What follows belongs to an exercise in optimizing a design on an open flow for small area, a short achievable clock period and few clock cycles; a production flow would make more cautious choices. Function was checked by simulation only, so behaviour that the tests miss may differ from the original. Power is estimated from default activity; no workload was simulated.

==> design.v <==
`default_nettype none
package hkc_pkg;
  localparam int KEY_W            = 32;
  localparam int VAL_W            = 16;
  localparam int DEF_POOL_ENTRIES = 64;
  typedef enum logic {
    OP_LOOKUP = 1'b0,
    OP_INSERT = 1'b1
  } op_t;
  typedef enum logic [1:0] {
    ST_FOUND     = 2'd0,
    ST_NOT_FOUND = 2'd1,
    ST_INSERTED  = 2'd2,
    ST_FULL      = 2'd3
  } status_t;
  typedef struct packed {
    logic             op;
    logic [KEY_W-1:0] key;
    logic [VAL_W-1:0] value;
  } in_item_t;
  typedef struct packed {
    logic [1:0]       status;
    logic [VAL_W-1:0] found_value;
    logic             from_hot;
  } out_item_t;
endpackage
`default_nettype wire
`default_nettype none
module hkc_ctrl
#(
  parameter int POOL_ENTRIES = hkc_pkg::DEF_POOL_ENTRIES
) (
  input  logic                      clk,
  input  logic                      rst_n,
  input  logic                      start,
  input  logic                      op,
  input  logic                      found,
  input  logic                      hot_hit,
  input  logic [hkc_pkg::VAL_W-1:0] found_val,
  output logic                      req_v,
  output logic                      is_insert,
  output logic                      full,
  output logic                      busy,
  output logic                      out_valid,
  output hkc_pkg::out_item_t        out_item
);
  localparam int CNT_W = $clog2(POOL_ENTRIES + 1);
  logic               req_v_r;
  logic               op_r;
  logic [CNT_W-1:0]   used_r;
  logic               out_valid_r;
  hkc_pkg::out_item_t out_r;
  always_ff @(posedge clk) begin
    req_v_r <= rst_n & start;
    op_r    <= op;
  end
  assign req_v     = req_v_r;
  assign is_insert = (op_r == hkc_pkg::OP_INSERT);
  assign full      = (used_r == CNT_W'(POOL_ENTRIES));
  always_ff @(posedge clk) begin
    if (!rst_n) begin
      used_r <= '0;
    end else if (req_v_r && is_insert && !full) begin
      used_r <= used_r + 1'b1;
    end
  end
  always_ff @(posedge clk) begin
    out_valid_r <= rst_n & req_v_r;
    if (is_insert) begin
      out_r.status      <= full ? hkc_pkg::ST_FULL : hkc_pkg::ST_INSERTED;
      out_r.found_value <= '0;
      out_r.from_hot    <= 1'b0;
    end else begin
      out_r.status      <= found ? hkc_pkg::ST_FOUND : hkc_pkg::ST_NOT_FOUND;
      out_r.found_value <= found_val;
      out_r.from_hot    <= hot_hit;
    end
  end
  assign busy      = 1'b0;
  assign out_valid = out_valid_r;
  assign out_item  = out_r;
endmodule
`default_nettype wire
`default_nettype none
module hkc_dpath
#(
  parameter int POOL_ENTRIES = hkc_pkg::DEF_POOL_ENTRIES
) (
  input  logic                      clk,
  input  logic                      rst_n,
  input  logic [hkc_pkg::KEY_W-1:0] key_in,
  input  logic [hkc_pkg::VAL_W-1:0] value_in,
  input  logic                      req_v,
  input  logic                      is_insert,
  input  logic                      full,
  output logic                      found,
  output logic                      hot_hit,
  output logic [hkc_pkg::VAL_W-1:0] found_val
);
  logic [hkc_pkg::KEY_W-1:0] key_r;
  logic [hkc_pkg::VAL_W-1:0] value_r;
  logic [hkc_pkg::KEY_W-1:0] key_mem [POOL_ENTRIES];
  logic [hkc_pkg::VAL_W-1:0] val_mem [POOL_ENTRIES];
  logic [POOL_ENTRIES-1:0]   valid_r;
  logic [POOL_ENTRIES-1:0]   match;
  logic                      hot_valid_r;
  logic [hkc_pkg::KEY_W-1:0] hot_key_r;
  always_ff @(posedge clk) begin
    key_r   <= key_in;
    value_r <= value_in;
  end
  always_comb begin
    found_val = '0;
    for (int i = 0; i < POOL_ENTRIES; i++) begin
      match[i]  = valid_r[i] && (key_mem[i] == key_r);
      found_val = found_val | ({hkc_pkg::VAL_W{match[i]}} & val_mem[i]);
    end
    found = |match;
  end
  assign hot_hit = hot_valid_r && (hot_key_r == key_r);
  always_ff @(posedge clk) begin
    for (int i = 0; i < POOL_ENTRIES; i++) begin
      if (!valid_r[i]) begin
        key_mem[i] <= key_r;
        val_mem[i] <= value_r;
      end
    end
  end
  always_ff @(posedge clk) begin
    if (!rst_n) begin
      valid_r <= '0;
    end else if (req_v && is_insert && !full && !found) begin
      valid_r <= {valid_r[POOL_ENTRIES-2:0], 1'b1};
    end
  end
  always_ff @(posedge clk) begin
    if (!rst_n) begin
      hot_valid_r <= 1'b0;
    end else if (req_v && !is_insert && found) begin
      hot_valid_r <= 1'b1;
    end
  end
  always_ff @(posedge clk) begin
    if (req_v && !is_insert && found) begin
      hot_key_r <= key_r;
    end
  end
endmodule
`default_nettype wire
`default_nettype none
module hashed_key_cache_with_hot_entry
#(
  parameter int POOL_ENTRIES = hkc_pkg::DEF_POOL_ENTRIES
) (
  input  logic      clk,
  input  logic      rst_n,
  input  logic      start,
  input  hkc_pkg::in_item_t  in_item,
  output logic      busy,
  output logic      out_valid,
  output hkc_pkg::out_item_t out_item
);
  logic                      req_v;
  logic                      is_insert;
  logic                      found;
  logic                      hot_hit;
  logic                      full;
  logic [hkc_pkg::VAL_W-1:0] found_val;
  hkc_ctrl #(
    .POOL_ENTRIES (POOL_ENTRIES)
  ) u_ctrl (
    .clk       (clk),
    .rst_n     (rst_n),
    .start     (start),
    .op        (in_item.op),
    .found     (found),
    .hot_hit   (hot_hit),
    .found_val (found_val),
    .req_v     (req_v),
    .is_insert (is_insert),
    .full      (full),
    .busy      (busy),
    .out_valid (out_valid),
    .out_item  (out_item)
  );
  hkc_dpath #(
    .POOL_ENTRIES (POOL_ENTRIES)
  ) u_dpath (
    .clk       (clk),
    .rst_n     (rst_n),
    .key_in    (in_item.key),
    .value_in  (in_item.value),
    .req_v     (req_v),
    .is_insert (is_insert),
    .full      (full),
    .found     (found),
    .hot_hit   (hot_hit),
    .found_val (found_val)
  );
endmodule
`default_nettype wire
==> run.sh <==
#!/bin/bash
# synth_recipe.tcl (not shown) runs the flow's synth.tcl, then flattens the netlist and writes it again
# the make line also repeats each setting of config.mk as NAME=value (left out here)
make -C /OpenROAD-flow-scripts/flow DESIGN_CONFIG=/design/flow/config.mk WORK_HOME=/design/flow/orfs CLKGATE_MAP_FILE= SYNTH_SCRIPT=/design/flow/synth_recipe.tcl finish
==> config.mk <==
export PLATFORM = sky130hd
export DESIGN_NAME = hashed_key_cache_with_hot_entry
export DESIGN_NICKNAME = hashed_key_cache_with_hot_entry
export VERILOG_FILES = /design/flow/design.v
export SDC_FILE = /design/flow/constraint.sdc
export NUM_CORES = 4
export LEC_CHECK = 0
export CAP_MARGIN = 20
export CORE_MARGIN = 2
export CORE_UTILIZATION = 40
export SLEW_MARGIN = 20
==> constraint.sdc <==
create_clock -name core_clock -period 8.0 [get_ports {clk}]
set_input_delay 1.6000 -clock core_clock [delete_from_list [all_inputs] [get_ports {clk}]]
set_output_delay 1.6000 -clock core_clock [all_outputs]
set_load 0.01 [all_outputs]
==> flow_metrics.env, run 1 <==
export IMPL_hp_start="u_ctrl.op_r$_DFF_P_"
export IMPL_cp_num_buf_inv=3
export IMPL_wirelength_um=397000
export IMPL_power_density_nw_per_um2=255
export IMPL_worstPathRequired_ps=8800
export IMPL_max_slew_margin_pct=22.5
export IMPL_tns_ps=0
export IMPL_hold_path_depth=0
export IMPL_mostFrequentLayoutCells="3104 x edfxtp_1, 1916 x xor2_1, 466 x nor4_1"
export IMPL_min_path_type="reg -> reg"
export IMPL_crit_type="reg -> reg"
export IMPL_r2r_setup_slack_ps=3110
export IMPL_crit_chain="buf_4, buf_4, xor2_1, nor4_1, nand4_1, nor3_4, buf_4, a22o_1, a221oi_1, nand4_1, nor4_1, nor2_1"
export IMPL_postSynthCellCount=7364
export IMPL_dp_cells=11600
export IMPL_slowest_stage="dfxtp_4"
export IMPL_grt_overflow=0
export IMPL_antenna_found_initial=20
export IMPL_die_h_um=569
export IMPL_grt_max_degree=71
export IMPL_hold_buffers=0
export IMPL_setup_viol=0
export IMPL_synthFlopType="edfxtp_1"
export IMPL_clock_latency_ps=950
export IMPL_r2r_cells=12
export IMPL_yosysUniqueCellTypes=46
export IMPL_coreArea_sq_um=318000
export IMPL_max_freq_ghz=0.204
export IMPL_postCtsResizedCells=0
export IMPL_whs_endpoint="u_ctrl.out_r[18]$_DFF_P_"
export IMPL_synth_edf_count=3104
export IMPL_fin_area_sq_um=146000
export IMPL_dp_slack_ps=3170
export IMPL_grt_pass1_vias=68100
export IMPL_worst_slack_ps=3110
export IMPL_gp_congestion=0.887
export IMPL_clock_sinks=3246
export IMPL_mostFrequentLayoutCell="edfxtp_1"
export IMPL_grt_first_pass_wirelength_um=549000
export IMPL_finalPower_mw=37.3
export IMPL_min_period_over_period_pct=61.2
export IMPL_endpoint_kind="register"
export IMPL_grtUsageTotal_pct=24.0
export IMPL_wl_per_cell_um=32.4
export IMPL_crit_arrival_ps=5690
export IMPL_placed_area_sq_um=135000
export IMPL_skew_ps=93.6
export IMPL_drt_first_pass_iters=8
export IMPL_avgSynthCellArea_sq_um=17.4
export IMPL_cts_buffer_depth=4
export IMPL_ioPinCount=73
export IMPL_synth_area_sq_um=128000
export IMPL_dieArea_sq_um=324000
export IMPL_seq_area_frac_synth_pct=75.1
export IMPL_cts_htree_levels=5
export IMPL_r2r_start="u_dpath.key_r[29]$_DFF_P_"
export IMPL_dp_hpwl_um=226000
export IMPL_min_period_ps=4890
export IMPL_ir_drop_v=0.000172
export IMPL_portBuffers=71
export IMPL_die_w_um=569
export IMPL_rsz0062_at_grt="false"
export IMPL_avgViaCountPerCell=5.79
export IMPL_status="complete, no violations"
export IMPL_leakagePower_nw=53.0
export IMPL_rows=207
export IMPL_max_slew_worst_pin_slew_ps=1160
export IMPL_ys_ff_latch=3246
export IMPL_areaGrowthSynthToFinish_pct=14.4
export IMPL_cpPeakStageDelay_ps=970
export IMPL_fin_hold_ws_ps=423
export IMPL_cts_buffers=348
export IMPL_postRouteAntennaNets=0
export IMPL_start_util_pct=40.2
export IMPL_final_cells=12200
export IMPL_cap_violations=0
export IMPL_cts_tree="built"
export IMPL_final_core_util_pct=46.0
export IMPL_hold_viol=0
export IMPL_cpMostUsedCell="buf_4"
export IMPL_root_buffer="clkbuf_16"
export IMPL_drtIter0Drc=10800
export IMPL_fin_nets=7830
export IMPL_async_flop_share_pct=0
export IMPL_drc=0
export IMPL_syn_num_nets=7418
export IMPL_ys_warn_count=4
export IMPL_start_kind="register"
export IMPL_r2r_end="u_ctrl.out_r[11]$_SDFF_PP0_"
export IMPL_crit_start="u_dpath.key_r[29]$_DFF_P_"
export IMPL_via_count=70900
export IMPL_cp_top_family="simple AND/OR/NAND/NOR gates"
export IMPL_clkTransAtPathRegs_ps=60
export IMPL_drv_slew=0
export IMPL_post_cts_buffers=0
export IMPL_drive_above_1_share_pct=12.2
export IMPL_crit_fanout=32
## cell families after synthesis
family | share of synthesized area (%)
flip-flops | 75.1
XOR/XNOR | 14.2
AND/OR/NAND/NOR | 4.69
AO/OA/AOI/OAI | 4.16
buffers and inverters | 1.80
adder cells (fa/ha/maj) | 0.0196
other | 0.00293
## synthesized netlist by cell type (59+ instances only)
| cell type | number | area share, % |
|---|---|---|
| edfxtp_1 | 3104 | 73 |
| xor2_1 | 1916 | 13 |
| nor4_1 | 466 | 2.3 |
| a221oi_1 | 257 | 1.8 |
| a22o_1 | 256 | 1.8 |
| nand3_1 | 182 | 0.71 |
| xnor2_1 | 158 | 1.1 |
| nand4_1 | 154 | 0.75 |
| dfxtp_1 | 142 | 2.2 |
| buf_4 | 104 | 0.61 |
| buf_2 | 99 | 0.39 |
| clkbuf_1 | 86 | 0.25 |
| inv_1 | 76 | 0.22 |
| a21oi_1 | 67 | 0.26 |
| o21ai_0 | 60 | 0.23 |
| nor3_1 | 59 | 0.23 |
## how the worst max path moves through the flow
stage,end,slack [ps],cells after the start
finish,u_ctrl.out_r[11]$_SDFF_PP0_,3110,12
global route,u_dpath.hot_key_r[26]$_DFFE_PP_,3020,10
CTS,u_dpath.hot_key_r[26]$_DFFE_PP_,3160,10
detailed placement,u_dpath.hot_key_r[23]$_DFFE_PP_,3170,10
global placement,u_dpath.hot_key_r[2]$_DFFE_PP_,3040,10
floorplan,u_dpath.hot_key_r[0]$_DFFE_PP_,3160,11
## report_power, final
group          leakage (nW)  switching, mW  internal [mW]
Combinational          13.6           1.03          0.597
Clock                  5.39           6.82           8.91
Sequential             34.0          0.464           19.5
## layer usage
layer | vias up | share of wire [%] | global-route usage (%) | wire length [um]
li1 | 29100 | - | - | -
met1 | 37000 | 40 | 33.0 | 160000
met2 | 3971 | 46 | 37.8 | 183000
met3 | 812 | 9.8 | 5.01 | 38900
met4 | 12 | 3.9 | 8.25 | 15300
met5 | - | 0.019 | 0 | 77
## area by class of cell
type                    instances  area (sq um)
diodes                          5          12.5
clock buffers                 454          9250
clock inverters               176          1830
fillers                     27000        172000
inverters                      77           323
multi-input cells            3708         29800
flip-flops and latches       3246         96200
well taps                    4180          5230
repair buffers                395          3640
## registers in the layout, indices dropped and copies added, names as in the netlist
name / count
u_ctrl.used_r: 7
u_dpath.key_r: 32
u_dpath.val_mem: 1024
u_ctrl.op_r: 1
u_dpath.valid_r: 64
u_dpath.hot_key_r: 32
u_ctrl.out_r: 19
u_dpath.value_r: 16
u_ctrl.out_valid_r: 1
u_dpath.hot_valid_r: 1
u_ctrl.req_v_r: 1
u_dpath.key_mem: 2048
Testbench counts, summed over its fixed seeds: cycles 18,142.
==> run 2: changes to the inputs <==
--- a/design.v
+++ b/design.v
@@ -45,27 +45,31 @@
   output hkc_pkg::out_item_t        out_item
 );
   localparam int CNT_W = $clog2(POOL_ENTRIES + 1);
-  logic               req_v_r;
-  logic               op_r;
+  logic               s2_v_r;
+  logic               s2_op_r;
+  logic               s3_v_r;
+  logic               s3_op_r;
   logic [CNT_W-1:0]   used_r;
   logic               out_valid_r;
   hkc_pkg::out_item_t out_r;
   always_ff @(posedge clk) begin
-    req_v_r <= rst_n & start;
-    op_r    <= op;
-  end
-  assign req_v     = req_v_r;
-  assign is_insert = (op_r == hkc_pkg::OP_INSERT);
+    s2_v_r  <= rst_n & start;
+    s2_op_r <= op;
+    s3_v_r  <= rst_n & s2_v_r;
+    s3_op_r <= s2_op_r;
+  end
+  assign req_v     = s3_v_r;
+  assign is_insert = (s3_op_r == hkc_pkg::OP_INSERT);
   assign full      = (used_r == CNT_W'(POOL_ENTRIES));
   always_ff @(posedge clk) begin
     if (!rst_n) begin
       used_r <= '0;
-    end else if (req_v_r && is_insert && !full) begin
+    end else if (s3_v_r && is_insert && !full) begin
       used_r <= used_r + 1'b1;
     end
   end
   always_ff @(posedge clk) begin
-    out_valid_r <= rst_n & req_v_r;
+    out_valid_r <= rst_n & s3_v_r;
     if (is_insert) begin
       out_r.status      <= full ? hkc_pkg::ST_FULL : hkc_pkg::ST_INSERTED;
       out_r.found_value <= '0;
@@ -97,52 +101,81 @@
   output logic                      hot_hit,
   output logic [hkc_pkg::VAL_W-1:0] found_val
 );
-  logic [hkc_pkg::KEY_W-1:0] key_r;
-  logic [hkc_pkg::VAL_W-1:0] value_r;
+  logic [hkc_pkg::KEY_W-1:0] s2_key_r;
+  logic [hkc_pkg::VAL_W-1:0] s2_val_r;
+  logic [hkc_pkg::KEY_W-1:0] s3_key_r;
+  logic [hkc_pkg::VAL_W-1:0] s3_val_r;
+  logic [POOL_ENTRIES-1:0]   s3_match_r;
+  logic                      s3_hot_eq_r;
+  logic                      s3_prev_eq_r;
+  logic                      prev_new_r;
+  logic                      prev_hot_r;
+  logic [hkc_pkg::VAL_W-1:0] prev_val_r;
   logic [hkc_pkg::KEY_W-1:0] key_mem [POOL_ENTRIES];
   logic [hkc_pkg::VAL_W-1:0] val_mem [POOL_ENTRIES];
   logic [POOL_ENTRIES-1:0]   valid_r;
   logic [POOL_ENTRIES-1:0]   match;
   logic                      hot_valid_r;
   logic [hkc_pkg::KEY_W-1:0] hot_key_r;
-  always_ff @(posedge clk) begin
-    key_r   <= key_in;
-    value_r <= value_in;
-  end
+  logic                      new_ins;
+  logic                      hot_upd;
+  logic                      pool_found;
+  logic [hkc_pkg::VAL_W-1:0] pool_val;
   always_comb begin
-    found_val = '0;
     for (int i = 0; i < POOL_ENTRIES; i++) begin
-      match[i]  = valid_r[i] && (key_mem[i] == key_r);
-      found_val = found_val | ({hkc_pkg::VAL_W{match[i]}} & val_mem[i]);
-    end
-    found = |match;
-  end
-  assign hot_hit = hot_valid_r && (hot_key_r == key_r);
+      match[i] = valid_r[i] && (key_mem[i] == s2_key_r);
+    end
+  end
+  always_ff @(posedge clk) begin
+    s2_key_r     <= key_in;
+    s2_val_r     <= value_in;
+    s3_key_r     <= s2_key_r;
+    s3_val_r     <= s2_val_r;
+    s3_match_r   <= match;
+    s3_hot_eq_r  <= hot_valid_r && (hot_key_r == s2_key_r);
+    s3_prev_eq_r <= (s3_key_r == s2_key_r);
+  end
+  always_comb begin
+    pool_val = '0;
+    for (int i = 0; i < POOL_ENTRIES; i++) begin
+      pool_val = pool_val | ({hkc_pkg::VAL_W{s3_match_r[i]}} & val_mem[i]);
+    end
+    pool_found = |s3_match_r;
+  end
+  assign found     = pool_found || (prev_new_r && s3_prev_eq_r);
+  assign found_val = (prev_new_r && s3_prev_eq_r) ? prev_val_r : pool_val;
+  assign hot_hit   = prev_hot_r ? s3_prev_eq_r : s3_hot_eq_r;
+  assign new_ins = req_v && is_insert && !full && !found;
+  assign hot_upd = req_v && !is_insert && found;
   always_ff @(posedge clk) begin
     for (int i = 0; i < POOL_ENTRIES; i++) begin
       if (!valid_r[i]) begin
-        key_mem[i] <= key_r;
-        val_mem[i] <= value_r;
+        key_mem[i] <= s3_key_r;
+        val_mem[i] <= s3_val_r;
       end
     end
   end
   always_ff @(posedge clk) begin
     if (!rst_n) begin
-      valid_r <= '0;
-    end else if (req_v && is_insert && !full && !found) begin
-      valid_r <= {valid_r[POOL_ENTRIES-2:0], 1'b1};
-    end
-  end
-  always_ff @(posedge clk) begin
-    if (!rst_n) begin
+      valid_r     <= '0;
       hot_valid_r <= 1'b0;
-    end else if (req_v && !is_insert && found) begin
-      hot_valid_r <= 1'b1;
-    end
-  end
-  always_ff @(posedge clk) begin
-    if (req_v && !is_insert && found) begin
-      hot_key_r <= key_r;
+      prev_new_r  <= 1'b0;
+      prev_hot_r  <= 1'b0;
+    end else begin
+      if (new_ins) begin
+        valid_r <= {valid_r[POOL_ENTRIES-2:0], 1'b1};
+      end
+      if (hot_upd) begin
+        hot_valid_r <= 1'b1;
+      end
+      prev_new_r <= new_ins;
+      prev_hot_r <= hot_upd;
+    end
+  end
+  always_ff @(posedge clk) begin
+    prev_val_r <= s3_val_r;
+    if (hot_upd) begin
+      hot_key_r <= s3_key_r;
     end
   end
 endmodule
--- a/config.mk
+++ b/config.mk
@@ -8,4 +8,5 @@
 export CAP_MARGIN = 20
 export CORE_MARGIN = 2
 export CORE_UTILIZATION = 40
+export SETUP_SLACK_MARGIN = 5
 export SLEW_MARGIN = 20
==> run 2 against run 1 <==
Against the previous run:
- total power is 5.1% higher
- clock-buffer cell count rose by 16
- largest power group unchanged
- critical endpoint is now u_dpath.s3_match_r[43]$_DFF_P_
- largest cell class unchanged
- clock power rose by 4%
- synthesized area is 1.9% higher
==> flow_metrics.env, run 2 <==
export IMPL_status="complete, no violations"
export IMPL_areaGrowthSynthToFinish_pct=14.6
export IMPL_start_kind="register"
export IMPL_dp_hpwl_um=255000
export IMPL_gp_congestion=0.850
export IMPL_cts_buffer_depth=4
export IMPL_rsz0062_at_grt="true"
export IMPL_avgSynthCellArea_sq_um=17.1
export IMPL_crit_chain="buf_6, xnor2_1, nand4_1, nor4_1, nand4_1, nor4_4, buf_6"
export IMPL_hold_buffers=0
export IMPL_start_util_pct=40.2
export IMPL_path_depth=7
export IMPL_finalPower_mw=39.2
export IMPL_leakagePower_nw=50.5
export IMPL_fin_area_sq_um=149000
export IMPL_drt_first_pass_iters=9
export IMPL_top_register="u_dpath.key_mem"
export IMPL_grtUsageTotal_pct=29.6
export IMPL_min_period_over_period_pct=38.1
export IMPL_slowest_stage="dfxtp_4"
export IMPL_worstPathRequired_ps=8840
export IMPL_crit_type="reg -> reg"
export IMPL_mostFrequentLayoutCell="edfxtp_1"
export IMPL_cts_tree="built"
export IMPL_drv_slew=0
export IMPL_hold_path_depth=0
export IMPL_synth_most_common_cell="edfxtp_1"
export IMPL_synthTopCellsByArea="edfxtp_1 72%, xnor2_1 12%, dfxtp_1 4.2%"
export IMPL_cts_htree_levels=5
export IMPL_yosys_top_cells_count="3104 x edfxtp_1, 1722 x xnor2_1, 518 x nand4_1, 387 x xor2_1, 352 x a22oi_1"
export IMPL_p_comb_share_pct=5.2
export IMPL_largest_reg_flops=2048
export IMPL_hold_viol=0
export IMPL_root_buffer="clkbuf_16"
export IMPL_coreArea_sq_um=324000
export IMPL_die_h_um=575
export IMPL_ys_ff_latch=3380
export IMPL_switching_share_pct=22.7
export IMPL_clock_latency_ps=990
export IMPL_synth_edf_count=3104
export IMPL_fin_hold_ws_ps=323
export IMPL_p_int_mw=30.3
export IMPL_rows=209
export IMPL_drive_above_1_share_pct=12.3
export IMPL_dieArea_sq_um=330000
export IMPL_placed_area_sq_um=137000
export IMPL_grt_max_degree=66
export IMPL_synth_area_sq_um=130000
export IMPL_min_path_type="reg -> reg"
export IMPL_avgViaCountPerCell=6.24
export IMPL_async_flop_share_pct=0
export IMPL_drtIter0Drc=15500
export IMPL_nFillCells=27500
export IMPL_dp_slack_ps=4380
export IMPL_ys_warn_count=4
export IMPL_grt_pass1_vias=73600
export IMPL_seq_area_frac_synth_pct=75.8
export IMPL_via_count=78400
export IMPL_tns_ps=0
export IMPL_clock_sinks=3380
export IMPL_r2r_cells=7
export IMPL_worst_slack_ps=4950
export IMPL_mostFrequentLayoutCells="3104 x edfxtp_1, 1722 x xnor2_1, 518 x nand4_1"
export IMPL_syn_num_nets=7683
export IMPL_clkPwrFrac_pct=41.8
export IMPL_power_density_nw_per_um2=262
export IMPL_endpoint_kind="register"
export IMPL_p_seq_share_pct=53.0
export IMPL_ioPinCount=73
export IMPL_ir_drop_v=0.000177
export IMPL_synthFlopType="edfxtp_1"
export IMPL_portBuffers=71
export IMPL_drc=0
export IMPL_wirelength_um=500000
export IMPL_max_slew_worst_pin_slew_ps=1280
export IMPL_clkTransAtPathRegs_ps=60
export IMPL_skew_ps=103
export IMPL_fin_nets=7990
export IMPL_max_slew_margin_pct=14.3
export IMPL_synth_top_cell_area_share_pct=71.5
export IMPL_postRouteAntennaNets=0
export IMPL_power_switching_mw=8.90
export IMPL_min_period_ps=3050
export IMPL_grt_first_pass_wirelength_um=661000
export IMPL_wl_per_cell_um=39.8
export IMPL_setup_viol=0
export IMPL_cap_violations=0
export IMPL_cpPeakStageDelay_ps=860
export IMPL_postSynthCellCount=7629
export IMPL_cts_buffers=347
export IMPL_yosysUniqueCellTypes=44
export IMPL_crit_arrival_ps=3900
export IMPL_crit_fanout=21
export IMPL_max_freq_ghz=0.328
export IMPL_grt_overflow=0
export IMPL_top_regs="u_dpath.key_mem: 2048 flops, u_dpath.val_mem: 1024 flops"
export IMPL_synth_area_leader_cell="edfxtp_1"
export IMPL_cp_num_buf_inv=2
export IMPL_die_w_um=575
export IMPL_antenna_found_initial=48
export IMPL_cp_top_family="simple AND/OR/NAND/NOR gates"
run 2: routing by layer:
layer,global-route usage (%),vias up,share of wire [%]
met1,40.0,41000,36
met3,7.18,1212,14
met5,0,-,0.016
met2,45.5,6690,45
met4,13.0,12,5.1
li1,-,29600,-
run 2: power by group through the flow:
stage / registers, mW / logic [mW] / clock network (mW)
5_1_grt: 20.8 / 2.09 / 17.1
6_report: 20.7 / 2.03 / 16.4
2_1_floorplan: 20.9 / 1.18 / 0
4_1_cts: 20.7 / 1.96 / 16.4
3_5_place_dp: 21.1 / 1.88 / 0
3_3_place_gp: 21.1 / 1.87 / 0
run 2: repair_timing:
action / CTS / global route
setup buffers: 13 / 11
cloned: 2 / 0
endpoints found under the hold margin: 0 / 0
setup endpoints to repair: 94 / 87
pin swaps: 1 / 1
resized for setup: 132 / 43
run 2: logic make-up (layout without fill, tap and decap cells):
| kind of cell | after synthesis | in the layout | synth area share, % |
|---|---|---|---|
| fa+ha+maj | 2 | 2 | 0.0192 |
| compound gates | 530 | 530 | 3.21 |
| other cells | 1 | 21 | 0.00288 |
| mux | 65 | 65 | 0.500 |
| simple gates | 1059 | 1060 | 4.72 |
| xor+xnor | 2109 | 2109 | 14.2 |
| buf+inv | 483 | 1082 | 1.62 |
| flops | 3380 | 3380 | 75.8 |
run 2: final timing paths:
check / slack [ps] / endpoint / start
max: 4950 / u_dpath.s3_match_r[43]$_DFF_P_ / u_dpath.s2_key_r[27]$_DFF_P_
min: 320 / u_dpath.s3_val_r[9]$_DFF_P_ / u_dpath.s2_val_r[9]$_DFF_P_
max reg2reg: 4950 / u_dpath.s3_match_r[43]$_DFF_P_ / u_dpath.s2_key_r[27]$_DFF_P_
min reg2reg: 320 / u_dpath.s3_val_r[9]$_DFF_P_ / u_dpath.s2_val_r[9]$_DFF_P_
run 2: per-stage QoR:
| step | instances | utilization (%) |
|---|---|---|
| after floorplan | 7629 | - |
| after global placement | 11900 | 42.2 |
| after detailed placement | 11900 | 42.3 |
| after CTS | 12500 | 45.9 |
| after global routing | 12600 | 46.0 |
| final | 12600 | 46.0 |
run 2: final cells by class:
class	instances	area [sq um]	area share [%]
repair buffers	363	3420	2.29
multi-input cells	3767	29700	19.9
flip-flops and latches	3380	99000	66.3
clock buffers	470	9620	6.45
well taps	4325	5410	3.62
inverters	77	328	0.220
diodes	20	50.0	0.0335
clock inverters	172	1780	1.19
Testbench counts of run 2, summed over its fixed seeds: cycles 18,174.
==> run 3: changes to the inputs <==
--- a/design.v
+++ b/design.v
@@ -37,6 +37,7 @@
   input  logic                      found,
   input  logic                      hot_hit,
   input  logic [hkc_pkg::VAL_W-1:0] found_val,
+  input  logic                      no_slot_ahead,
   output logic                      req_v,
   output logic                      is_insert,
   output logic                      full,
@@ -45,6 +46,7 @@
   output hkc_pkg::out_item_t        out_item
 );
   localparam int CNT_W = $clog2(POOL_ENTRIES + 1);
+  logic               busy_r;
   logic               s2_v_r;
   logic               s2_op_r;
   logic               s3_v_r;
@@ -53,7 +55,8 @@
   logic               out_valid_r;
   hkc_pkg::out_item_t out_r;
   always_ff @(posedge clk) begin
-    s2_v_r  <= rst_n & start;
+    busy_r  <= rst_n & !full & no_slot_ahead;
+    s2_v_r  <= rst_n & start & !busy_r;
     s2_op_r <= op;
     s3_v_r  <= rst_n & s2_v_r;
     s3_op_r <= s2_op_r;
@@ -80,7 +83,7 @@
       out_r.from_hot    <= hot_hit;
     end
   end
-  assign busy      = 1'b0;
+  assign busy      = busy_r;
   assign out_valid = out_valid_r;
   assign out_item  = out_r;
 endmodule
@@ -88,7 +91,8 @@
 `default_nettype none
 module hkc_dpath
 #(
-  parameter int POOL_ENTRIES = hkc_pkg::DEF_POOL_ENTRIES
+  parameter int POOL_ENTRIES = hkc_pkg::DEF_POOL_ENTRIES,
+  parameter int NUM_WR       = 8
 ) (
   input  logic                      clk,
   input  logic                      rst_n,
@@ -99,8 +103,10 @@
   input  logic                      full,
   output logic                      found,
   output logic                      hot_hit,
-  output logic [hkc_pkg::VAL_W-1:0] found_val
+  output logic [hkc_pkg::VAL_W-1:0] found_val,
+  output logic                      no_slot_ahead
 );
+  localparam int SPACING = POOL_ENTRIES / NUM_WR;
   logic [hkc_pkg::KEY_W-1:0] s2_key_r;
   logic [hkc_pkg::VAL_W-1:0] s2_val_r;
   logic [hkc_pkg::KEY_W-1:0] s3_key_r;
@@ -115,6 +121,7 @@
   logic [hkc_pkg::VAL_W-1:0] val_mem [POOL_ENTRIES];
   logic [POOL_ENTRIES-1:0]   valid_r;
   logic [POOL_ENTRIES-1:0]   match;
+  logic [NUM_WR-1:0]         wr_first;
   logic                      hot_valid_r;
   logic [hkc_pkg::KEY_W-1:0] hot_key_r;
   logic                      new_ins;
@@ -138,7 +145,8 @@
   always_comb begin
     pool_val = '0;
     for (int i = 0; i < POOL_ENTRIES; i++) begin
-      pool_val = pool_val | ({hkc_pkg::VAL_W{s3_match_r[i]}} & val_mem[i]);
+      pool_val = pool_val |
+                 ({hkc_pkg::VAL_W{s3_match_r[(i + POOL_ENTRIES - 1) % POOL_ENTRIES]}} & val_mem[i]);
     end
     pool_found = |s3_match_r;
   end
@@ -147,24 +155,44 @@
   assign hot_hit   = prev_hot_r ? s3_prev_eq_r : s3_hot_eq_r;
   assign new_ins = req_v && is_insert && !full && !found;
   assign hot_upd = req_v && !is_insert && found;
-  always_ff @(posedge clk) begin
-    for (int i = 0; i < POOL_ENTRIES; i++) begin
-      if (!valid_r[i]) begin
+  always_comb begin
+    logic taken;
+    taken         = 1'b0;
+    no_slot_ahead = 1'b1;
+    for (int j = 0; j < NUM_WR; j++) begin
+      wr_first[j] = !valid_r[(j * SPACING + POOL_ENTRIES - 1) % POOL_ENTRIES] && !taken;
+      taken       = taken || wr_first[j];
+      if (!valid_r[(j * SPACING + POOL_ENTRIES - 4) % POOL_ENTRIES]) no_slot_ahead = 1'b0;
+    end
+  end
+  always_ff @(posedge clk) begin
+    for (int i = 0; i < POOL_ENTRIES; i++) begin
+      if (i % SPACING == 0 && wr_first[i / SPACING]) begin
         key_mem[i] <= s3_key_r;
         val_mem[i] <= s3_val_r;
+      end else begin
+        key_mem[i] <= key_mem[(i + POOL_ENTRIES - 1) % POOL_ENTRIES];
+        val_mem[i] <= val_mem[(i + POOL_ENTRIES - 1) % POOL_ENTRIES];
       end
     end
   end
   always_ff @(posedge clk) begin
+    for (int i = 0; i < POOL_ENTRIES; i++) begin
+      if (!rst_n) begin
+        valid_r[i] <= 1'b0;
+      end else if (i % SPACING == 0 && wr_first[i / SPACING]) begin
+        valid_r[i] <= new_ins;
+      end else begin
+        valid_r[i] <= valid_r[(i + POOL_ENTRIES - 1) % POOL_ENTRIES];
+      end
+    end
+  end
+  always_ff @(posedge clk) begin
     if (!rst_n) begin
-      valid_r     <= '0;
       hot_valid_r <= 1'b0;
       prev_new_r  <= 1'b0;
       prev_hot_r  <= 1'b0;
     end else begin
-      if (new_ins) begin
-        valid_r <= {valid_r[POOL_ENTRIES-2:0], 1'b1};
-      end
       if (hot_upd) begin
         hot_valid_r <= 1'b1;
       end
@@ -198,6 +226,7 @@
   logic                      found;
   logic                      hot_hit;
   logic                      full;
+  logic                      no_slot_ahead;
   logic [hkc_pkg::VAL_W-1:0] found_val;
   hkc_ctrl #(
     .POOL_ENTRIES (POOL_ENTRIES)
@@ -212,6 +241,7 @@
     .req_v     (req_v),
     .is_insert (is_insert),
     .full      (full),
+    .no_slot_ahead (no_slot_ahead),
     .busy      (busy),
     .out_valid (out_valid),
     .out_item  (out_item)
@@ -228,7 +258,8 @@
     .full      (full),
     .found     (found),
     .hot_hit   (hot_hit),
-    .found_val (found_val)
+    .found_val (found_val),
+    .no_slot_ahead (no_slot_ahead)
   );
 endmodule
 `default_nettype wire
--- a/config.mk
+++ b/config.mk
@@ -8,5 +8,7 @@
 export CAP_MARGIN = 20
 export CORE_MARGIN = 2
 export CORE_UTILIZATION = 40
+export CTS_CLUSTER_DIAMETER = 100
+export CTS_CLUSTER_SIZE = 25
 export SETUP_SLACK_MARGIN = 5
 export SLEW_MARGIN = 20
==> run 3 against run 2 <==
Against the previous run:
- final area is 24% lower
- total power is 26% lower
- largest cell class unchanged
- critical endpoint is now out_valid
- synthesized area is 20% lower
- highest routed layer unchanged
- sequential cell count is 1 higher
- via count is 19% lower
- clock power is 45% lower
- cell count is 9.6% lower
==> flow_metrics.env, run 3 <==
export IMPL_wl_per_cell_um=32.7
export IMPL_r2r_start="u_dpath.valid_r[63]$_SDFF_PN0_"
export IMPL_crit_fanout=1
export IMPL_portBuffers=72
export IMPL_seq_area_frac_synth_pct=65.4
export IMPL_ioPinCount=73
export IMPL_dieArea_sq_um=264000
export IMPL_cp_num_buf_inv=1
export IMPL_ys_ff_latch=3381
export IMPL_avgViaCountPerCell=5.58
export IMPL_grt_pass1_vias=63900
export IMPL_die_h_um=514
export IMPL_fin_hold_ws_ps=309
export IMPL_synth_area_leader_cell="dfxtp_1"
export IMPL_yosys_top_cells_count="3349 x dfxtp_1, 1745 x xnor2_1, 532 x nand4_1, 384 x mux2_2, 357 x xor2_1"
export IMPL_max_slew_margin_pct=24.3
export IMPL_min_period_over_period_pct=37.5
export IMPL_grt_first_pass_wirelength_um=508000
export IMPL_synth_compound_gate_area_share_pct=4.13
export IMPL_synthTopCellsByArea="dfxtp_1 64%, xnor2_1 15%, mux2_2 4.2%"
export IMPL_drc=0
export IMPL_worstPathRequired_ps=6400
export IMPL_grt_overflow=0
export IMPL_antenna_found_initial=42
export IMPL_yosysUniqueCellTypes=46
export IMPL_hp_start="u_dpath.s2_val_r[6]$_DFF_P_"
export IMPL_synth_adder_area_share_pct=0.0241
export IMPL_die_w_um=514
export IMPL_postRouteAntennaNets=0
export IMPL_ir_drop_v=0.000230
export IMPL_synth_area_sq_um=104000
export IMPL_leakagePower_nw=40.3
export IMPL_synthSimpleGateAreaFrac_pct=6.04
export IMPL_cts_htree_levels=4
export IMPL_power_density_nw_per_um2=256
export IMPL_r2r_end="u_dpath.val_mem[40][5]$_DFF_P_"
export IMPL_hold_path_depth=0
export IMPL_via_count=63500
export IMPL_cap_violations=0
export IMPL_largest_reg_flops=2048
export IMPL_min_path_type="reg -> reg"
export IMPL_ys_warn_count=4
export IMPL_min_period_ps=3000
export IMPL_rows=187
export IMPL_async_flop_share_pct=0
export IMPL_gp_congestion=0.904
export IMPL_top_register="u_dpath.key_mem"
export IMPL_postSynthCellCount=7960
export IMPL_whs_endpoint="u_dpath.s3_val_r[6]$_DFF_P_"
export IMPL_r2r_setup_slack_ps=5020
export IMPL_drt_first_pass_iters=8
export IMPL_hold_buffers=0
export IMPL_synth_edf_count=32
export IMPL_avgSynthCellArea_sq_um=13.1
export IMPL_cts_buffer_depth=3
export IMPL_crit_arrival_ps=1400
export IMPL_root_buffer="clkbuf_16"
export IMPL_tns_ps=0
export IMPL_grtUsageTotal_pct=27.3
export IMPL_drive_above_1_share_pct=10.8
export IMPL_cts_tree="built"
export IMPL_start_kind="register"
export IMPL_mostFrequentLayoutCell="dfxtp_1"
export IMPL_yosys_area_share_xor_xnor_pct=17.8
export IMPL_cpPeakStageDelay_ps=410
export IMPL_setup_viol=0
export IMPL_cts_buffers=155
export IMPL_syn_num_nets=8014
export IMPL_synthFlopType="dfxtp_1"
export IMPL_skew_ps=43.6
export IMPL_clock_latency_ps=880
export IMPL_synth_top_family_by_area="XOR/XNOR gates"
export IMPL_dp_hpwl_um=235000
export IMPL_r2r_cells=6
export IMPL_synth_most_common_cell="dfxtp_1"
export IMPL_start_util_pct=40.1
export IMPL_worst_slack_ps=5000
export IMPL_mostFrequentLayoutCells="3277 x dfxtp_1, 1745 x xnor2_1, 532 x nand4_1"
export IMPL_endpoint_kind="primary output"
export IMPL_clock_sinks=3381
export IMPL_synth_area_mux_share_pct=4.17
export IMPL_max_slew_worst_pin_slew_ps=1140
export IMPL_max_freq_ghz=0.333
export IMPL_drv_slew=0
export IMPL_dp_slack_ps=4200
export IMPL_areaGrowthSynthToFinish_pct=8.43
export IMPL_status="complete, no violations"
export IMPL_crit_type="reg -> out"
export IMPL_crit_chain="buf_6"
export IMPL_clkTransAtPathRegs_ps=100
export IMPL_grt_max_degree=57
export IMPL_fin_nets=7938
export IMPL_finalPower_mw=28.8
export IMPL_hold_viol=0
export IMPL_rsz0062_at_grt="true"
export IMPL_wirelength_um=372000
export IMPL_coreArea_sq_um=259000
export IMPL_top_regs="u_dpath.key_mem: 2048 flops, u_dpath.val_mem: 1024 flops"
export IMPL_drtIter0Drc=8335
export IMPL_synth_top_cell_area_share_pct=64.5
export IMPL_cp_top_family="flip-flops"
export IMPL_slowest_stage="dfxtp_4"
-- run 3: changes by cell type in the layout (fill, tap and decap cells not counted), moves of 60 or more --
| cell | previous run | this run |
|---|---|---|
| mux2_2 | 1 | 384 |
| clkbuf_1 | 83 | 23 |
| edfxtp_1 | 3104 | 32 |
| dfxtp_1 | 179 | 3277 |
| clkinv_2 | 92 | 0 |
| mux2i_1 | 64 | 1 |
| clkbuf_16 | 354 | 159 |
| buf_4 | 227 | 109 |
-- run 3: metrics by stage --
| step | area (sq um) | std cells | util [%] |
|---|---|---|---|
| 5_1_grt | 113000 | 11300 | 43.5 |
| 2_1_floorplan | 104000 | 7960 | - |
| 3_3_place_gp | 108000 | 11100 | 41.7 |
| 3_5_place_dp | 108000 | 11100 | 41.7 |
| 4_1_cts | 112000 | 11300 | 43.4 |
| 6_report | 113000 | 11400 | 43.5 |
-- run 3: routing by layer --
layer  track usage [%]  wire length [um]  up-vias
li1                  -                 -    26900
met1              37.3            157000    32000
met2              42.3            163000     3699
met3              5.19             34500      868
met4              11.6             17100        6
met5                 0                45        -
-- run 3: cell type report --
cell class / instances / area, sq um
antenna: 42 / 105
clock buffer: 182 / 4070
clock inverter: 15 / 256
fill: 23300 / 146000
inverter: 21 / 78.8
multi-input combinational: 4093 / 33500
sequential: 3381 / 68200
tap: 3402 / 4260
timing repair buffer: 232 / 2250
-- run 3: logic make-up after synthesis --
| family | after synthesis |
|---|---|
| AO/OA/AOI/OAI | 539 |
| multiplexers | 385 |
| flip-flops | 3381 |
| XOR/XNOR | 2105 |
| adder cells (fa/ha/maj) | 2 |
| AND/OR/NAND/NOR | 1060 |
| buffers and inverters | 488 |
-- run 3: repair_timing --
item / 4_1_cts / 5_1_grt
gates cloned: 2 / 0
endpoints found under the setup margin: 239 / 74
pin swaps: 2 / 0
gates resized for setup: 148 / 27
setup buffers: 8 / 6
-- run 3: how the worst max path moves through the flow --
stage                                         from                         endpoint  slack, ps  cells after the start
floorplan                                    rst_n   u_dpath.valid_r[24]$_SDFF_PN0_       5670                      3
global placement    u_dpath.valid_r[63]$_SDFF_PN0_   u_dpath.val_mem[56][6]$_DFF_P_       4240                      6
detailed placement  u_dpath.valid_r[63]$_SDFF_PN0_  u_dpath.val_mem[56][10]$_DFF_P_       4200                      6
CTS                     u_ctrl.out_valid_r$_DFF_P_                        out_valid       4970                      1
global route            u_ctrl.out_valid_r$_DFF_P_                        out_valid       4970                      1
finish                  u_ctrl.out_valid_r$_DFF_P_                        out_valid       5000                      1
-- run 3: report_power, final --
part | internal [mW] | switching, mW
clock | 3.67 | 5.39
combinational | 0.722 | 0.846
sequential | 17.5 | 0.692
total | 21.9 | 6.93
Testbench counts of run 3, summed over its fixed seeds: cycles 18,971.
==> run 4: changes to the inputs <==
--- a/config.mk
+++ b/config.mk
@@ -7,7 +7,7 @@
 export LEC_CHECK = 0
 export CAP_MARGIN = 20
 export CORE_MARGIN = 2
-export CORE_UTILIZATION = 40
+export CORE_UTILIZATION = 60
 export CTS_CLUSTER_DIAMETER = 100
 export CTS_CLUSTER_SIZE = 25
 export SETUP_SLACK_MARGIN = 5
==> run 4 against run 3 <==
Against the previous run:
- still clean on timing, DRC and antenna
- die area down 33%
- fmax shrank 2.6%
- total power down 0.79%
- sequential cell count stayed put
- clock skew is 14 ps lower
- critical path type is now reg -> reg
- largest power group unchanged
- highest routed layer unchanged
==> flow_metrics.env, run 4 <==
export IMPL_cap_violations=0
export IMPL_p_comb_share_pct=5.5
export IMPL_endpoint_kind="register"
export IMPL_grt_pass1_vias=62700
export IMPL_final_cells=10300
export IMPL_coreArea_sq_um=172000
export IMPL_p_seq_share_pct=63.6
export IMPL_rows=152
export IMPL_cts_buffers=153
export IMPL_drtIter0Drc=8566
export IMPL_wl_per_cell_um=35.1
export IMPL_drv_slew=0
export IMPL_max_freq_ghz=0.324
export IMPL_grt_first_pass_wirelength_um=491000
export IMPL_hold_viol=0
export IMPL_clock_latency_ps=870
export IMPL_top_regs="u_dpath.key_mem: 2048 flops, u_dpath.val_mem: 1024 flops"
export IMPL_portBuffers=72
export IMPL_hold_buffers=0
export IMPL_synth_adder_area_share_pct=0.0241
export IMPL_areaGrowthSynthToFinish_pct=6.91
export IMPL_cts_tree="built"
export IMPL_crit_fanout=25
export IMPL_drt_first_pass_iters=8
export IMPL_crit_start="u_dpath.s2_key_r[9]$_DFF_P_"
export IMPL_leakagePower_nw=40.3
export IMPL_fin_hold_ws_ps=308
export IMPL_mostFrequentLayoutCells="3291 x dfxtp_1, 1745 x xnor2_1, 532 x nand4_1"
export IMPL_synth_top_cell_area_share_pct=64.5
export IMPL_mostFrequentLayoutCell="dfxtp_1"
export IMPL_tns_ps=0
export IMPL_finalPower_mw=28.6
export IMPL_yosys_top_cells_count="3349 x dfxtp_1, 1745 x xnor2_1, 532 x nand4_1, 384 x mux2_2, 357 x xor2_1"
export IMPL_avgViaCountPerCell=6.21
export IMPL_crit_type="reg -> reg"
export IMPL_synth_most_common_cell="dfxtp_1"
export IMPL_yosys_area_share_xor_xnor_pct=17.8
export IMPL_power_density_nw_per_um2=257
export IMPL_dp_cells=10000
export IMPL_synth_top_family_by_area="XOR/XNOR gates"
export IMPL_r2r_start="u_dpath.s2_key_r[9]$_DFF_P_"
export IMPL_gp_congestion=0.938
export IMPL_drc=0
export IMPL_status="complete, no violations"
export IMPL_die_w_um=420
export IMPL_synth_edf_count=32
export IMPL_worstPathRequired_ps=8680
export IMPL_ioPinCount=73
export IMPL_skew_ps=29.3
export IMPL_synth_area_mux_share_pct=4.17
export IMPL_cts_htree_levels=4
export IMPL_drive_above_1_share_pct=10.7
export IMPL_clock_sinks=3381
export IMPL_min_path_type="reg -> reg"
export IMPL_hp_start="u_dpath.s2_val_r[4]$_DFF_P_"
export IMPL_start_util_pct=60.5
export IMPL_p_int_mw=21.8
export IMPL_async_flop_share_pct=0
export IMPL_avgSynthCellArea_sq_um=13.1
export IMPL_synthSimpleGateAreaFrac_pct=6.04
export IMPL_ys_ff_latch=3381
export IMPL_root_buffer="clkbuf_16"
export IMPL_wirelength_um=360000
export IMPL_synth_area_sq_um=104000
export IMPL_min_period_over_period_pct=38.5
export IMPL_synth_compound_gate_area_share_pct=4.13
export IMPL_top_register="u_dpath.key_mem"
export IMPL_cts_buffer_depth=3
export IMPL_largest_reg_flops=2048
export IMPL_synth_area_leader_cell="dfxtp_1"
export IMPL_grtUsageTotal_pct=40.0
export IMPL_fin_nets=7946
export IMPL_max_slew_margin_pct=23.7
export IMPL_ys_warn_count=4
export IMPL_postRouteAntennaNets=0
export IMPL_setup_viol=0
export IMPL_dieArea_sq_um=177000
export IMPL_switching_share_pct=23.6
export IMPL_start_kind="register"
export IMPL_rsz0062_at_grt="true"
export IMPL_antenna_found_initial=36
export IMPL_grt_max_degree=69
export IMPL_clkPwrFrac_pct=30.8
export IMPL_crit_arrival_ps=3770
export IMPL_die_h_um=420
export IMPL_power_switching_mw=6.76
export IMPL_ir_drop_v=0.000204
export IMPL_dp_hpwl_um=236000
export IMPL_via_count=63800
export IMPL_max_slew_worst_pin_slew_ps=1140
export IMPL_grt_overflow=0
export IMPL_seq_area_frac_synth_pct=65.4
export IMPL_postSynthCellCount=7960
export IMPL_min_period_ps=3080
export IMPL_synthTopCellsByArea="dfxtp_1 64%, xnor2_1 15%, mux2_2 4.2%"
export IMPL_clkTransAtPathRegs_ps=90
export IMPL_synthFlopType="dfxtp_1"
export IMPL_syn_num_nets=8014
export IMPL_yosysUniqueCellTypes=46
==> run 4: cell counts after synthesis <==
No cell type changed its count.
==> run 4: cell families after synthesis <==
kind of cell,count (synthesis)
flops,3381
compound gates,539
mux,385
buf+inv,488
simple gates,1060
fa+ha+maj,2
xor+xnor,2105
==> run 4: layout make-up <==
type,count,area (sq um)
Antenna cell,31,77.6
Clock buffer,178,4040
Clock inverter,10,106
Fill cell,13300,60800
Inverter,21,78.8
Multi-Input combinational cell,4092,33600
Sequential cell,3381,68200
Tap cell,2310,2890
Timing Repair Buffer,243,2200
==> run 4: path summary, 6_finish.rpt <==
path | to | slack [ps] | depth (start not counted)
setup / recovery | u_dpath.s3_match_r[37]$_DFF_P_ | 4920 | 6
hold / removal | u_dpath.s3_val_r[4]$_DFF_P_ | 310 | 0
setup reg to reg | u_dpath.s3_match_r[37]$_DFF_P_ | 4920 | 6
hold reg to reg | u_dpath.s3_val_r[4]$_DFF_P_ | 310 | 0
==> run 4: stage by stage <==
stage | utilization, % | area [sq um] | worst slack, ps
final | 64.7 | 111000 | 4920
after global placement | 61.9 | 106000 | 4030
after global routing | 64.6 | 111000 | 4960
after floorplan | - | 104000 | 5670
after detailed placement | 62.0 | 107000 | 4320
after CTS | 64.5 | 111000 | 4860
==> run 4: what timing repair did <==
action,CTS,global route
buffers inserted,6,7
pin swaps,1,0
gates resized for setup,128,27
gates cloned,1,0
setup endpoints to repair,73,110
==> run 4: worst max-delay path: stages (launching register included) <==
cell and delay [ps]:
dfxtp_4 770, buf_6 460, xnor2_1 180, nand4_1 110, nor4_1 500, nand4_1 200, nor4_1 530
==> run 4: metal layers <==
| metal | part of all wire, % | GRT usage (%) | up-vias |
|---|---|---|---|
| met3 | 10 | 8.54 | 1031 |
| met2 | 43 | 60.8 | 3976 |
| met5 | 0.029 | 0 | - |
| met1 | 41 | 54.1 | 31900 |
| li1 | - | - | 26900 |
| met4 | 5.8 | 20.1 | 14 |
==> run 4: power by group through the flow <==
stage / Sequential, mW / Clock, mW / Combinational (mW)
after floorplan: 18.2 / 0 / 1.17
final: 18.2 / 8.82 / 1.58
after CTS: 18.2 / 8.84 / 1.54
after global routing: 18.2 / 9.44 / 1.65
after global placement: 18.6 / 0 / 1.51
after detailed placement: 18.6 / 0 / 1.50
==> run 5: changes to the inputs <==
--- a/design.v
+++ b/design.v
@@ -37,7 +37,10 @@
   input  logic                      found,
   input  logic                      hot_hit,
   input  logic [hkc_pkg::VAL_W-1:0] found_val,
-  input  logic                      no_slot_ahead,
+  input  logic                      pend_block,
+  output logic                      s2_ins,
+  output logic                      s3_ins,
+  output logic                      in_ins,
   output logic                      req_v,
   output logic                      is_insert,
   output logic                      full,
@@ -54,8 +57,11 @@
   logic [CNT_W-1:0]   used_r;
   logic               out_valid_r;
   hkc_pkg::out_item_t out_r;
-  always_ff @(posedge clk) begin
-    busy_r  <= rst_n & !full & no_slot_ahead;
+  assign s3_ins = s3_v_r && (s3_op_r == hkc_pkg::OP_INSERT);
+  assign s2_ins = s2_v_r && (s2_op_r == hkc_pkg::OP_INSERT);
+  assign in_ins = start && !busy_r && (op == hkc_pkg::OP_INSERT);
+  always_ff @(posedge clk) begin
+    busy_r  <= rst_n & !full & pend_block;
     s2_v_r  <= rst_n & start & !busy_r;
     s2_op_r <= op;
     s3_v_r  <= rst_n & s2_v_r;
@@ -92,7 +98,7 @@
 module hkc_dpath
 #(
   parameter int POOL_ENTRIES = hkc_pkg::DEF_POOL_ENTRIES,
-  parameter int NUM_WR       = 8
+  parameter int NUM_WR       = 4
 ) (
   input  logic                      clk,
   input  logic                      rst_n,
@@ -104,7 +110,10 @@
   output logic                      found,
   output logic                      hot_hit,
   output logic [hkc_pkg::VAL_W-1:0] found_val,
-  output logic                      no_slot_ahead
+  input  logic                      s2_ins,
+  input  logic                      s3_ins,
+  input  logic                      in_ins,
+  output logic                      pend_block
 );
   localparam int SPACING = POOL_ENTRIES / NUM_WR;
   logic [hkc_pkg::KEY_W-1:0] s2_key_r;
@@ -122,6 +131,15 @@
   logic [POOL_ENTRIES-1:0]   valid_r;
   logic [POOL_ENTRIES-1:0]   match;
   logic [NUM_WR-1:0]         wr_first;
+  logic [3:0]                free_at;
+  logic [hkc_pkg::KEY_W-1:0] wr_key;
+  logic [hkc_pkg::VAL_W-1:0] wr_val;
+  logic                      wr_valid;
+  logic                      pend_v_r;
+  logic [hkc_pkg::KEY_W-1:0] pend_key_r;
+  logic [hkc_pkg::VAL_W-1:0] pend_val_r;
+  logic                      s3_pend_eq_r;
+  logic [hkc_pkg::VAL_W-1:0] s3_pend_val_r;
   logic                      hot_valid_r;
   logic [hkc_pkg::KEY_W-1:0] hot_key_r;
   logic                      new_ins;
@@ -141,6 +159,8 @@
     s3_match_r   <= match;
     s3_hot_eq_r  <= hot_valid_r && (hot_key_r == s2_key_r);
     s3_prev_eq_r <= (s3_key_r == s2_key_r);
+    s3_pend_eq_r <= pend_v_r && (pend_key_r == s2_key_r);
+    s3_pend_val_r <= pend_val_r;
   end
   always_comb begin
     pool_val = '0;
@@ -150,26 +170,54 @@
     end
     pool_found = |s3_match_r;
   end
-  assign found     = pool_found || (prev_new_r && s3_prev_eq_r);
-  assign found_val = (prev_new_r && s3_prev_eq_r) ? prev_val_r : pool_val;
+  assign found     = pool_found || s3_pend_eq_r || (prev_new_r && s3_prev_eq_r);
+  assign found_val = pool_val |
+                     ({hkc_pkg::VAL_W{s3_pend_eq_r}} & s3_pend_val_r) |
+                     ({hkc_pkg::VAL_W{prev_new_r && s3_prev_eq_r}} & prev_val_r);
   assign hot_hit   = prev_hot_r ? s3_prev_eq_r : s3_hot_eq_r;
   assign new_ins = req_v && is_insert && !full && !found;
   assign hot_upd = req_v && !is_insert && found;
   always_comb begin
     logic taken;
-    taken         = 1'b0;
-    no_slot_ahead = 1'b1;
+    taken   = 1'b0;
+    free_at = '0;
     for (int j = 0; j < NUM_WR; j++) begin
       wr_first[j] = !valid_r[(j * SPACING + POOL_ENTRIES - 1) % POOL_ENTRIES] && !taken;
       taken       = taken || wr_first[j];
-      if (!valid_r[(j * SPACING + POOL_ENTRIES - 4) % POOL_ENTRIES]) no_slot_ahead = 1'b0;
+      for (int k = 0; k < 4; k++) begin
+        if (!valid_r[(j * SPACING + POOL_ENTRIES - 1 - k) % POOL_ENTRIES]) free_at[k] = 1'b1;
+      end
+    end
+  end
+  assign wr_key   = pend_v_r ? pend_key_r : s3_key_r;
+  assign wr_val   = pend_v_r ? pend_val_r : s3_val_r;
+  assign wr_valid = pend_v_r || new_ins;
+  function automatic logic pend_next(logic pv, logic free, logic ins);
+    pend_next = (pv && !free) || (ins && (pv || !free));
+  endfunction
+  always_comb begin
+    logic pv1, pv2, pv3;
+    pv1        = pend_next(pend_v_r, free_at[0], s3_ins);
+    pv2        = pend_next(pv1, free_at[1], s2_ins);
+    pv3        = pend_next(pv2, free_at[2], in_ins);
+    pend_block = pv3 && !free_at[3];
+  end
+  always_ff @(posedge clk) begin
+    if (!rst_n) begin
+      pend_v_r <= 1'b0;
+    end else begin
+      pend_v_r <= pend_next(pend_v_r, free_at[0], new_ins);
+    end
+    if (!(pend_v_r && !free_at[0])) begin
+      pend_key_r <= s3_key_r;
+      pend_val_r <= s3_val_r;
     end
   end
   always_ff @(posedge clk) begin
     for (int i = 0; i < POOL_ENTRIES; i++) begin
       if (i % SPACING == 0 && wr_first[i / SPACING]) begin
-        key_mem[i] <= s3_key_r;
-        val_mem[i] <= s3_val_r;
+        key_mem[i] <= wr_key;
+        val_mem[i] <= wr_val;
       end else begin
         key_mem[i] <= key_mem[(i + POOL_ENTRIES - 1) % POOL_ENTRIES];
         val_mem[i] <= val_mem[(i + POOL_ENTRIES - 1) % POOL_ENTRIES];
@@ -181,7 +229,7 @@
       if (!rst_n) begin
         valid_r[i] <= 1'b0;
       end else if (i % SPACING == 0 && wr_first[i / SPACING]) begin
-        valid_r[i] <= new_ins;
+        valid_r[i] <= wr_valid;
       end else begin
         valid_r[i] <= valid_r[(i + POOL_ENTRIES - 1) % POOL_ENTRIES];
       end
@@ -226,7 +274,10 @@
   logic                      found;
   logic                      hot_hit;
   logic                      full;
-  logic                      no_slot_ahead;
+  logic                      pend_block;
+  logic                      s2_ins;
+  logic                      s3_ins;
+  logic                      in_ins;
   logic [hkc_pkg::VAL_W-1:0] found_val;
   hkc_ctrl #(
     .POOL_ENTRIES (POOL_ENTRIES)
@@ -241,7 +292,10 @@
     .req_v     (req_v),
     .is_insert (is_insert),
     .full      (full),
-    .no_slot_ahead (no_slot_ahead),
+    .pend_block (pend_block),
+    .s2_ins    (s2_ins),
+    .s3_ins    (s3_ins),
+    .in_ins    (in_ins),
     .busy      (busy),
     .out_valid (out_valid),
     .out_item  (out_item)
@@ -259,7 +313,10 @@
     .found     (found),
     .hot_hit   (hot_hit),
     .found_val (found_val),
-    .no_slot_ahead (no_slot_ahead)
+    .s2_ins    (s2_ins),
+    .s3_ins    (s3_ins),
+    .in_ins    (in_ins),
+    .pend_block (pend_block)
   );
 endmodule
 `default_nettype wire
--- a/config.mk
+++ b/config.mk
@@ -7,7 +7,7 @@
 export LEC_CHECK = 0
 export CAP_MARGIN = 20
 export CORE_MARGIN = 2
-export CORE_UTILIZATION = 60
+export CORE_UTILIZATION = 40
 export CTS_CLUSTER_DIAMETER = 100
 export CTS_CLUSTER_SIZE = 25
 export SETUP_SLACK_MARGIN = 5
==> run 5 against run 4 <==
Against the previous run:
- setup slack better by 80 ps
- critical path depth is 5 lower
- clock-buffer cell count is 19 higher
- final area is 1.4% higher
- still clean
- synthesized cell count is 0.99% higher
- sequential power is 2% higher
- fmax is 2.7% higher
==> flow_metrics.env, run 5 <==
export IMPL_clkTransAtPathRegs_ps=100
export IMPL_hold_viol=0
export IMPL_largest_reg_flops=2048
export IMPL_synth_area_sq_um=103000
export IMPL_worstPathRequired_ps=6400
export IMPL_cts_htree_levels=4
export IMPL_syn_num_nets=8093
export IMPL_cts_buffers=156
export IMPL_ys_warn_count=4
export IMPL_max_slew_worst_pin_slew_ps=1210
export IMPL_tns_ps=0
export IMPL_crit_type="reg -> out"
export IMPL_r2r_setup_slack_ps=5050
export IMPL_yosys_top_cells_count="3367 x dfxtp_1, 1656 x xnor2_1, 484 x xor2_1, 479 x nand4_1, 257 x nor4_1"
export IMPL_status="complete, no violations"
export IMPL_avgSynthCellArea_sq_um=12.9
export IMPL_cpPeakStageDelay_ps=420
export IMPL_crit_fanout=1
export IMPL_drive_above_1_share_pct=5.22
export IMPL_top_register="u_dpath.key_mem"
export IMPL_cp_endpoint="out_valid"
export IMPL_fin_nets=8048
export IMPL_skew_ps=43.0
export IMPL_wirelength_um=365000
export IMPL_top_regs="u_dpath.key_mem: 2048 flops, u_dpath.val_mem: 1024 flops"
export IMPL_grt_pass1_vias=62500
export IMPL_synthFlopType="dfxtp_1"
export IMPL_antenna_found_initial=17
export IMPL_yosysUniqueCellTypes=37
export IMPL_fin_hold_ws_ps=333
export IMPL_cts_tree="built"
export IMPL_ir_drop_v=0.000245
export IMPL_synth_area_leader_cell="dfxtp_1"
export IMPL_crit_chain="buf_6"
export IMPL_cp_top_family="flip-flops"
export IMPL_synth_top_cell_area_share_pct=65.2
export IMPL_avgViaCountPerCell=5.56
export IMPL_min_period_ps=3000
export IMPL_drt_first_pass_iters=9
export IMPL_leakagePower_nw=40.7
export IMPL_dp_hpwl_um=233000
export IMPL_endpoint_kind="primary output"
export IMPL_min_path_type="reg -> reg"
export IMPL_crit_arrival_ps=1400
export IMPL_path_depth=1
export IMPL_clock_sinks=3447
export IMPL_mostFrequentLayoutCell="dfxtp_1"
export IMPL_mostFrequentLayoutCells="3323 x dfxtp_1, 1656 x xnor2_1, 484 x xor2_1"
export IMPL_setup_viol=0
export IMPL_drtIter0Drc=8476
export IMPL_seq_area_frac_synth_pct=67.5
export IMPL_gp_congestion=0.932
export IMPL_max_slew_margin_pct=16.8
export IMPL_drc=0
export IMPL_cts_buffer_depth=3
export IMPL_root_buffer="clkbuf_16"
export IMPL_ys_ff_latch=3447
export IMPL_grt_max_degree=70
export IMPL_start_util_pct=40.3
export IMPL_hold_buffers=0
export IMPL_wl_per_cell_um=31.9
export IMPL_drv_slew=0
export IMPL_r2r_cells=6
export IMPL_finalPower_mw=29.2
export IMPL_ioPinCount=73
export IMPL_coreArea_sq_um=257000
export IMPL_dieArea_sq_um=263000
export IMPL_synthTopCellsByArea="dfxtp_1 65%, xnor2_1 14%, xor2_1 4.1%"
export IMPL_rows=186
export IMPL_nFillCells=23400
export IMPL_rsz0062_at_grt="true"
export IMPL_worst_slack_ps=5000
export IMPL_grt_first_pass_wirelength_um=499000
export IMPL_postRouteAntennaNets=0
export IMPL_die_w_um=513
export IMPL_async_flop_share_pct=0
export IMPL_grt_overflow=0
export IMPL_start_kind="register"
export IMPL_cp_num_buf_inv=1
export IMPL_via_count=63600
export IMPL_min_period_over_period_pct=37.5
export IMPL_synth_edf_count=80
export IMPL_crit_start="u_ctrl.out_valid_r$_DFF_P_"
export IMPL_clock_latency_ps=870
export IMPL_areaGrowthSynthToFinish_pct=8.96
export IMPL_synth_most_common_cell="dfxtp_1"
export IMPL_r2r_start="u_dpath.s2_key_r[7]$_DFF_P_"
export IMPL_r2r_end="u_dpath.s3_match_r[33]$_DFF_P_"
export IMPL_max_freq_ghz=0.333
export IMPL_cap_violations=0
export IMPL_die_h_um=513
export IMPL_dp_slack_ps=4610
export IMPL_grtUsageTotal_pct=26.8
export IMPL_postSynthCellCount=8039
export IMPL_slowest_stage="dfxtp_4"
export IMPL_power_density_nw_per_um2=259
export IMPL_portBuffers=72
-- run 5: how the worst min path moves through the flow --
stage	start	to	depth (start not counted)
3_5_place_dp	u_dpath.s2_val_r[7]$_DFF_P_	u_dpath.s3_val_r[7]$_DFF_P_	0
4_1_cts	u_dpath.s2_val_r[1]$_DFF_P_	u_dpath.s3_val_r[1]$_DFF_P_	0
5_1_grt	u_dpath.s2_val_r[1]$_DFF_P_	u_dpath.s3_val_r[1]$_DFF_P_	0
3_3_place_gp	u_dpath.s2_val_r[3]$_DFF_P_	u_dpath.s3_val_r[3]$_DFF_P_	0
6_report	u_dpath.s2_val_r[1]$_DFF_P_	u_dpath.s3_val_r[1]$_DFF_P_	0
2_1_floorplan	u_dpath.s2_val_r[0]$_DFF_P_	u_dpath.s3_val_r[0]$_DFF_P_	0
-- run 5: timing repair --
action | in CTS | in global routing
gates resized for setup | 116 | 10
pin swaps | 0 | 0
cloned | 0 | 0
setup buffers | 11 | 4
endpoints found under the setup margin | 43 | 17
-- run 5: cell families after synthesis --
logic type	Yosys count	synth area share [%]
buffers and inverters	502	1.94
adder cells (fa/ha/maj)	2	0.0242
AND/OR/NAND/NOR	1144	6.34
flip-flops	3447	67.5
AO/OA/AOI/OAI	707	5.16
XOR/XNOR	2140	18.1
multiplexers	97	0.939
-- run 5: area by class of cell --
type | count | area [sq um] | area share [%]
timing repair buffer | 238 | 2210 | 1.96
inverter | 61 | 229 | 0.203
tap | 3384 | 4230 | 3.76
clock inverter | 14 | 206 | 0.183
clock buffer | 197 | 4160 | 3.69
sequential | 3447 | 70000 | 62.1
multi-input combinational | 4090 | 31700 | 28.1
antenna | 6 | 15.0 | 0.0133
-- run 5: per-layer routing --
metal	GRT usage (%)	routed length (um)	vias up	share of wire, %
met5	0	57	-	0.016
met4	10.6	16100	8	4.4
met3	5.13	33200	794	9.1
met2	40.2	156000	3594	43
met1	37.7	160000	32100	44
li1	-	-	27100	-
-- run 5: per-stage QoR --
step	area (sq um)	cells	utilization (%)
2_1_floorplan	103000	8039	-
3_3_place_gp	108000	11200	42.0
3_5_place_dp	108000	11200	42.0
4_1_cts	113000	11400	43.8
5_1_grt	113000	11400	43.9
6_report	113000	11400	43.9
-- run 5: where the power goes --
group          leakage, nW  internal [mW]  total [mW]  switching [mW]
Combinational         9.74          0.676        1.52           0.839
Sequential            28.9           17.9        18.6           0.688
Clock                 2.12           3.73        9.11            5.39
Testbench counts of run 5, summed over its fixed seeds: cycles 18,615.

[re-timing with driven ports]
The flow's constraints put no driver on any port. The routed layouts listed below were extracted and timed again, unchanged, in two steps. Step 1 assumes that a clkbuf_16 drives the clock port and a buf_2 every other input. Step 2 adds t to the input delays and takes it off the output delays; t is the mean of the earliest and latest rising clock arrival at the registers after step 1. Input paths then give back, and output paths get back, about the clock's delay inside the block. a / b / c = ideal / step 1 / step 2; a / b = the first two.
| run | shift t [ns] | setup WS [ns] | clock arrival spread, ns |
|---|---|---|---|
| run 1 | 1.004 | 3.107 / 3.107 / 3.107 | 0.094 / 0.094 |
| run 2 | 1.048 | 4.949 / 4.863 / 4.611 | 0.105 / 0.105 |
| run 3 | 0.963 | 4.998 / 4.895 / 4.984 | 0.054 / 0.054 |
| run 4 | 0.933 | 4.917 / 4.917 / 4.685 | 0.038 / 0.037 |
| run 5 | 0.938 | 4.997 / 4.907 / 4.594 | 0.044 / 0.044 |
After both steps setup and hold are still met in every run listed. The setup slack of run 5, which loses most, moves by -0.090 ns with the drivers and by -0.403 ns with both steps.
